This is an optimization exercise on Yosys and OpenROAD, whose aim is small area, a short achievable clock period and few clock cycles per item, not a production implementation.
The RTL was checked by simulation tests, not by an equivalence proof against the original design.
Power and IR drop assume default switching activity.

==> run a: inputs <==
==> flow/design.v <==
package bspmc_pkg;
  localparam int SocW    = 24;
  localparam int CountW  = 18;
  localparam int VoltW   = 13;
  localparam int SStepW  = 16;
  localparam int CStepW  = 10;
  localparam int ModeW   = 8;
  localparam int SwW     = 7;
  localparam int OpW     = 3;
  localparam int CfgIdxW = 3;
  localparam int CfgDatW = 24;
  localparam int InDatW  = 80;
  localparam int OutDatW = 64;
  localparam logic [SocW-1:0] SOC_ONE = 24'd8388608;
  localparam logic [OpW-1:0] OP_PULSE    = 3'd0;
  localparam logic [OpW-1:0] OP_TICK     = 3'd1;
  localparam logic [OpW-1:0] OP_SET_MODE = 3'd2;
  localparam logic [OpW-1:0] OP_RESTORE  = 3'd3;
  localparam logic [OpW-1:0] OP_INIT_SOC = 3'd4;
  localparam logic [OpW-1:0] OP_ACK      = 3'd5;
  localparam logic [ModeW-1:0] MODE_DETUMBLE  = 8'd0;
  localparam logic [ModeW-1:0] MODE_CRITICAL  = 8'd1;
  localparam logic [ModeW-1:0] MODE_SURVIVAL  = 8'd2;
  localparam logic [ModeW-1:0] MODE_LOW_POWER = 8'd3;
  localparam logic [ModeW-1:0] MODE_IDLE      = 8'd4;
  localparam logic [ModeW-1:0] MODE_NORMAL    = 8'd5;
  localparam logic [ModeW-1:0] MODE_NONE      = 8'd255;
  localparam logic [CfgIdxW-1:0] REG_CRIT_TH     = 3'd0;
  localparam logic [CfgIdxW-1:0] REG_SURV_TH     = 3'd1;
  localparam logic [CfgIdxW-1:0] REG_LOWPWR_TH   = 3'd2;
  localparam logic [CfgIdxW-1:0] REG_CHARGED_MV  = 3'd3;
  localparam logic [CfgIdxW-1:0] REG_SOC_STEP    = 3'd4;
  localparam logic [CfgIdxW-1:0] REG_CHARGE_STEP = 3'd5;
  localparam logic [CfgIdxW-1:0] REG_CAPACITY    = 3'd6;
  localparam logic [SocW-1:0]   RST_CRIT_TH     = 24'd2097152;
  localparam logic [SocW-1:0]   RST_SURV_TH     = 24'd2516582;
  localparam logic [SocW-1:0]   RST_LOWPWR_TH   = 24'd3355443;
  localparam logic [VoltW-1:0]  RST_CHARGED_MV  = 13'd7100;
  localparam logic [SStepW-1:0] RST_SOC_STEP    = 16'd1526;
  localparam logic [CStepW-1:0] RST_CHARGE_STEP = 10'd25;
  localparam logic [CountW-1:0] RST_CAPACITY    = 18'd129600;
  typedef struct packed {
    logic [VoltW-1:0]  voltage_mv;
    logic              charge_dir;
    logic [ModeW-1:0]  mode_value;
    logic [15:0]       mode_primary;
    logic [15:0]       mode_redundant;
    logic [SocW-1:0]   soc_init;
    logic [OpW-1:0]    opcode;
  } in_item_t;
  function automatic logic [SwW-1:0] load_pattern(input logic [ModeW-1:0] m);
    logic [SwW-1:0] p;
    unique case (m)
      MODE_DETUMBLE:  p = 7'h03;
      MODE_CRITICAL:  p = 7'h00;
      MODE_SURVIVAL:  p = 7'h05;
      MODE_LOW_POWER: p = 7'h0F;
      MODE_IDLE:      p = 7'h0D;
      MODE_NORMAL:    p = 7'h1F;
      default:        p = 7'h00;
    endcase
    load_pattern = p;
  endfunction
endpackage
module battery_soc_power_mode_controller
(
  input  logic                clk,
  input  logic                rst,
  input  logic                s_tvalid,
  output logic                s_tready,
  input  logic [bspmc_pkg::OpW-1:0]      s_tuser,
  input  logic [bspmc_pkg::InDatW-1:0]   s_tdata,
  output logic                m_tvalid,
  input  logic                m_tready,
  output logic [bspmc_pkg::OutDatW-1:0]  m_tdata,
  input  logic                cfg_valid,
  output logic                cfg_ready,
  input  logic [bspmc_pkg::CfgIdxW-1:0]  cfg_index,
  input  logic [bspmc_pkg::CfgDatW-1:0]  cfg_data
);
  localparam int SocW   = bspmc_pkg::SocW;
  localparam int CountW = bspmc_pkg::CountW;
  localparam int ModeW  = bspmc_pkg::ModeW;
  localparam int SwW    = bspmc_pkg::SwW;
  localparam int SStepW = bspmc_pkg::SStepW;
  localparam int CStepW = bspmc_pkg::CStepW;
  logic [SocW-1:0]              crit_th;
  logic [SocW-1:0]              surv_th;
  logic [SocW-1:0]              lowpwr_th;
  logic [bspmc_pkg::VoltW-1:0]  charged_mv;
  logic [SStepW-1:0]            soc_step;
  logic [CStepW-1:0]            charge_step;
  logic [CountW-1:0]            capacity;
  logic [ModeW-1:0]  current_mode, current_mode_next;
  logic [ModeW-1:0]  applied_mode, applied_mode_next;
  logic              mode_changed, mode_changed_next;
  logic [SwW-1:0]    switch_pattern, switch_pattern_next;
  logic [SocW-1:0]   soc_est, soc_est_next;
  logic [CountW-1:0] charge_total, charge_total_next;
  logic              updated, updated_next;
  logic              accept;
  logic [2:0]                  op;
  logic                        dir;
  logic [bspmc_pkg::VoltW-1:0] volt;
  logic [ModeW-1:0]            mval;
  logic [15:0]                 prim, redu;
  logic [SocW-1:0]             sinit;
  assign op    = s_tuser;
  assign dir   = s_tdata[0];
  assign volt  = s_tdata[13:1];
  assign mval  = s_tdata[21:14];
  assign prim  = s_tdata[37:22];
  assign redu  = s_tdata[53:38];
  assign sinit = s_tdata[77:54];
  assign cfg_ready = 1'b1;
  assign s_tready  = !m_tvalid || m_tready;
  assign accept    = s_tvalid && s_tready;
  always_ff @(posedge clk) begin
    if (rst) begin
      crit_th     <= bspmc_pkg::RST_CRIT_TH;
      surv_th     <= bspmc_pkg::RST_SURV_TH;
      lowpwr_th   <= bspmc_pkg::RST_LOWPWR_TH;
      charged_mv  <= bspmc_pkg::RST_CHARGED_MV;
      soc_step    <= bspmc_pkg::RST_SOC_STEP;
      charge_step <= bspmc_pkg::RST_CHARGE_STEP;
      capacity    <= bspmc_pkg::RST_CAPACITY;
    end else if (cfg_valid) begin
      case (cfg_index)
        3'd0: crit_th     <= cfg_data;
        3'd1: surv_th     <= cfg_data;
        3'd2: lowpwr_th   <= cfg_data;
        3'd3: charged_mv  <= cfg_data[bspmc_pkg::VoltW-1:0];
        3'd4: soc_step    <= cfg_data[SStepW-1:0];
        3'd5: charge_step <= cfg_data[CStepW-1:0];
        3'd6: capacity    <= cfg_data[CountW-1:0];
        default: ;
      endcase
    end
  end
  logic [CountW:0]   count_sum;
  logic [CountW:0]   count_dif;
  logic [SocW:0]     soc_sum;
  logic [SocW:0]     soc_dif;
  logic [CountW-1:0] count_up, count_dn;
  logic [SocW-1:0]   soc_up, soc_dn;
  assign count_sum = {1'b0, charge_total} + {{(CountW+1-CStepW){1'b0}}, charge_step};
  assign count_dif = {1'b0, charge_total} - {{(CountW+1-CStepW){1'b0}}, charge_step};
  assign soc_sum   = {1'b0, soc_est} + {{(SocW+1-SStepW){1'b0}}, soc_step};
  assign soc_dif   = {1'b0, soc_est} - {{(SocW+1-SStepW){1'b0}}, soc_step};
  logic [CountW:0] csa_s, csa_c;
  logic [CountW:0] cap_n;
  logic [CountW+1:0] count_ovf;
  assign cap_n = ~{1'b0, capacity};
  assign csa_s = {1'b0, charge_total} ^ {{(CountW+1-CStepW){1'b0}}, charge_step} ^ cap_n;
  assign csa_c = ({1'b0, charge_total} & {{(CountW+1-CStepW){1'b0}}, charge_step})
               | ({1'b0, charge_total} & cap_n)
               | ({{(CountW+1-CStepW){1'b0}}, charge_step} & cap_n);
  assign count_ovf = {1'b0, csa_s} + {csa_c, 1'b0};
  assign count_up = count_ovf[CountW+1] ? capacity : count_sum[CountW-1:0];
  assign count_dn = count_dif[CountW] ? '0 : count_dif[CountW-1:0];
  logic [SocW-1:0] ovf_s, ovf_c;
  logic [SocW:0]   ovf_x;
  logic            soc_ovf;
  always_comb begin
    for (int i = 0; i < SocW; i++) begin
      if (i < SStepW) begin
        ovf_s[i] = ~(soc_est[i] ^ soc_step[i]);
        ovf_c[i] = soc_est[i] | soc_step[i];
      end else if (i < SocW-1) begin
        ovf_s[i] = ~soc_est[i];
        ovf_c[i] = soc_est[i];
      end else begin
        ovf_s[i] = soc_est[i];
        ovf_c[i] = 1'b0;
      end
    end
  end
  assign ovf_x   = {1'b0, ovf_s} + {ovf_c, 1'b0};
  assign soc_ovf = ovf_x[SocW];
  assign soc_up = soc_ovf ? bspmc_pkg::SOC_ONE : soc_sum[SocW-1:0];
  assign soc_dn = soc_dif[SocW] ? '0 : soc_dif[SocW-1:0];
  logic lt_crit, lt_surv, lt_low;
  assign lt_crit = soc_est < crit_th;
  assign lt_surv = soc_est < surv_th;
  assign lt_low  = soc_est < lowpwr_th;
  logic ld_crit, ld_surv, ld_low, ld_cur;
  assign ld_crit = applied_mode != bspmc_pkg::MODE_CRITICAL;
  assign ld_surv = applied_mode != bspmc_pkg::MODE_SURVIVAL;
  assign ld_low  = applied_mode != bspmc_pkg::MODE_LOW_POWER;
  assign ld_cur  = (applied_mode != current_mode) && (current_mode <= bspmc_pkg::MODE_NORMAL);
  logic [SwW-1:0] sw_crit, sw_surv, sw_low, sw_cur;
  assign sw_crit = ld_crit ? bspmc_pkg::load_pattern(bspmc_pkg::MODE_CRITICAL)  : switch_pattern;
  assign sw_surv = ld_surv ? bspmc_pkg::load_pattern(bspmc_pkg::MODE_SURVIVAL)  : switch_pattern;
  assign sw_low  = ld_low  ? bspmc_pkg::load_pattern(bspmc_pkg::MODE_LOW_POWER) : switch_pattern;
  assign sw_cur  = ld_cur  ? bspmc_pkg::load_pattern(current_mode)              : switch_pattern;
  logic [ModeW-1:0] tick_mode;
  logic [SwW-1:0]   tick_sw;
  logic             tick_upd;
  assign tick_mode = lt_crit ? bspmc_pkg::MODE_CRITICAL
                   : lt_surv ? bspmc_pkg::MODE_SURVIVAL
                   : lt_low  ? bspmc_pkg::MODE_LOW_POWER
                   : current_mode;
  assign tick_sw   = lt_crit ? sw_crit : lt_surv ? sw_surv : lt_low ? sw_low : sw_cur;
  assign tick_upd  = lt_crit ? ld_crit : lt_surv ? ld_surv : lt_low ? ld_low : ld_cur;
  logic             prim_ok;
  logic [ModeW-1:0] restore_mode;
  logic             restore_ne;
  assign prim_ok      = prim == redu;
  assign restore_mode = prim_ok ? prim[ModeW-1:0] : bspmc_pkg::MODE_IDLE;
  assign restore_ne   = prim_ok ? (prim[ModeW-1:0] != applied_mode)
                                : (applied_mode != bspmc_pkg::MODE_IDLE);
  logic [SocW-1:0] init_soc;
  assign init_soc = (sinit[SocW-1] && |sinit[SocW-2:0]) ? bspmc_pkg::SOC_ONE : sinit;
  always_comb begin
    current_mode_next   = current_mode;
    applied_mode_next   = applied_mode;
    mode_changed_next   = mode_changed;
    switch_pattern_next = switch_pattern;
    soc_est_next        = soc_est;
    charge_total_next   = charge_total;
    updated_next        = 1'b0;
    case (op)
      3'd0: begin
        if (dir) begin
          charge_total_next = count_up;
          soc_est_next      = soc_up;
        end else begin
          charge_total_next = count_dn;
          soc_est_next      = (volt > charged_mv) ? bspmc_pkg::SOC_ONE : soc_dn;
        end
      end
      3'd1: begin
        current_mode_next   = tick_mode;
        applied_mode_next   = tick_mode;
        mode_changed_next   = 1'b0;
        switch_pattern_next = tick_sw;
        updated_next        = tick_upd;
      end
      3'd2: begin
        current_mode_next = mval;
        mode_changed_next = mval != applied_mode;
      end
      3'd3: begin
        current_mode_next = restore_mode;
        mode_changed_next = restore_ne;
      end
      3'd4: soc_est_next = init_soc;
      3'd5: begin
        applied_mode_next = current_mode;
        mode_changed_next = 1'b0;
      end
      default: ;
    endcase
  end
  always_ff @(posedge clk) begin
    if (rst) begin
      current_mode   <= bspmc_pkg::MODE_LOW_POWER;
      applied_mode   <= bspmc_pkg::MODE_NONE;
      mode_changed   <= 1'b1;
      switch_pattern <= '0;
      soc_est        <= '0;
      charge_total   <= bspmc_pkg::RST_CAPACITY;
      updated        <= 1'b0;
      m_tvalid       <= 1'b0;
    end else if (accept) begin
      current_mode   <= current_mode_next;
      applied_mode   <= applied_mode_next;
      mode_changed   <= mode_changed_next;
      switch_pattern <= switch_pattern_next;
      soc_est        <= soc_est_next;
      charge_total   <= charge_total_next;
      updated        <= updated_next;
      m_tvalid       <= 1'b1;
    end else if (m_tready) begin
      m_tvalid       <= 1'b0;
    end
  end
  assign m_tdata = {{(bspmc_pkg::OutDatW-59){1'b0}},
                    charge_total,
                    soc_est,
                    updated,
                    switch_pattern,
                    mode_changed,
                    current_mode};
endmodule
==> flow/flow/run.sh <==
#!/bin/bash
# Standard ORFS layout (the standard.sh), except that synthesis maps with
# the delay-driven ABC script in flow/abc_speed.script and without the adder
# cell mapping, and the port buffers start as buf_1 cells.
set -euo pipefail
rm -rf scripts_abc
cp -r "$FLOW_HOME/scripts" scripts_abc
cp flow/abc_speed.script scripts_abc/abc_speed.script
bash standard.sh SCRIPTS_DIR="$PWD/scripts_abc" ADDER_MAP_FILE= BUFFER_PORTS_ARGS="-buffer_cell sky130_fd_sc_hd__buf_1"  finish > standard.log 2>&1
==> flow/flow/abc_speed.script <==
strash
dch
map -D 1500
topo
stime -c
buffer -c
upsize -c -D 1500
dnsize -c -D 1500
==> flow/standard.sh <==
#!/bin/bash
# synth_recipe.tcl (not shown) runs the flow's synth.tcl, then flattens the netlist and writes it again
# the make line also repeats each setting of config.mk as NAME=value (left out here)
make -C /OpenROAD-flow-scripts/flow DESIGN_CONFIG=/design/flow/config.mk WORK_HOME=/design/flow/orfs CLKGATE_MAP_FILE= SYNTH_SCRIPT=/design/flow/synth_recipe.tcl "${@:-finish}"
==> flow/config.mk <==
export PLATFORM = sky130hd
export DESIGN_NAME = battery_soc_power_mode_controller
export DESIGN_NICKNAME = battery_soc_power_mode_controller
export VERILOG_FILES = /design/flow/design.v
export SDC_FILE = /design/flow/constraint.sdc
export NUM_CORES = 4
export LEC_CHECK = 0
export CAP_MARGIN = 20
export CORE_MARGIN = 2
export CORE_UTILIZATION = 40
export PLACE_DENSITY = 0.6
export SETUP_SLACK_MARGIN = 2.0
export SLEW_MARGIN = 20
export TNS_END_PERCENT = 100
==> flow/constraint.sdc <==
create_clock -name core_clock -period 5.0 [get_ports {clk}]
set_input_delay 1.0000 -clock core_clock [delete_from_list [all_inputs] [get_ports {clk}]]
set_output_delay 1.0000 -clock core_clock [all_outputs]
set_load 0.01 [all_outputs]
==> inputs of run b, as changes to run a <==
--- a/flow/flow/run.sh
+++ b/flow/flow/run.sh
@@ -7,3 +7,3 @@
 cp -r "$FLOW_HOME/scripts" scripts_abc
 cp flow/abc_speed.script scripts_abc/abc_speed.script
-bash standard.sh SCRIPTS_DIR="$PWD/scripts_abc" ADDER_MAP_FILE= BUFFER_PORTS_ARGS="-buffer_cell sky130_fd_sc_hd__buf_1"  finish > standard.log 2>&1
+bash standard.sh SCRIPTS_DIR="$PWD/scripts_abc" ADDER_MAP_FILE= BUFFER_PORTS_ARGS="-buffer_cell sky130_fd_sc_hd__buf_1" CTS_ARGS='-sink_clustering_enable -repair_clock_nets -dont_use_dummy_load -buf_list {sky130_fd_sc_hd__clkbuf_4 sky130_fd_sc_hd__clkbuf_8}' finish > standard.log 2>&1
==> flow/flow/abc_speed.script (replaced) <==
strash
dch
map -D 1500
topo
==> results.txt <==
- Status: finished clean
- Final min period: 2.83 ns
- Die Area: roughly 35000 sq um
- P&R area growth vs syn: 15.7%
- Drt pass-1 iters: 6
- Largest net degree at the start of global routing: 109
- Most frequent cells in the layout: nand2_1, nor2_1, o21ai_0
- CP Cell Sequence: clkinv_2, a21oi_1, nand3_1, nor2_1, nand4_1, nor2_2, nor2_4, a211oi_4, nand3_2, nand2_1, a21oi_1
- Via/cell ratio: 5.58
- Met1 Resource Use GR: 37.0%
- Comb power: ~930 uW
- R2R Setup Slk: 2.17 ns
- Post_cts resized: between 60 and 70
- WL per Instance: 17.2 um
- Setup Slack @ Placement: 1.00 ns
That was run b.
==> results.txt <==
- Die Area: around 36000 sq um
- Post_cts resized: 9
- Via/cell ratio: about 5.6
- Comb power: 921 uW
- Met1 Resource Use GR: 35.4%
- CP Cell Sequence: buf_1, inv_1, o21ai_2, o21bai_1, a21oi_1, a31oi_1, o21ai_0
- Largest net degree at the start of global routing: 77
- Status: finished clean
- WL per Instance: 17.1 um
- Drt pass-1 iters: 5
- Most frequent cells in the layout: nand2_1, nor2_1, o21ai_0
That was run a.
Testbench counts of run a, summed over its fixed seeds: cycles 12,008, items 12,000.
Testbench counts of run b, summed over its fixed seeds: cycles 12,008, items 12,000.

==> separate check: timing with driven ports <==
No port has a modelled driver above. Below, the same layouts with a new extraction and two added sets of constraints.
Step 1 (the two cells are an assumption about what drives the block):
set clk [get_ports {clk}]
set_driving_cell -lib_cell sky130_fd_sc_hd__clkbuf_16 $clk
set_driving_cell -lib_cell sky130_fd_sc_hd__buf_2 [delete_from_list [all_inputs] $clk]
Step 2 moves the port delays by t, midway between the first and last clock arrival at a register: inputs arrive t later, outputs are due t later. That takes back most of the time a late clock gives input paths.
Slacks: no drivers / after step 1 / after step 2; pairs: no drivers / after step 1.
run | t, ns | setup WS [ns] | clock arrival spread, ns
run a | 0.502 | 2.188 / 2.194 / 1.704 | 0.012 / 0.011
run b | 0.542 | 2.167 / 2.167 / 1.687 | 0.037 / 0.037
After both steps setup and hold are still met in every run listed. The setup slack of run a, which loses most, moves by +0.006 ns with the drivers and by -0.484 ns with both steps.
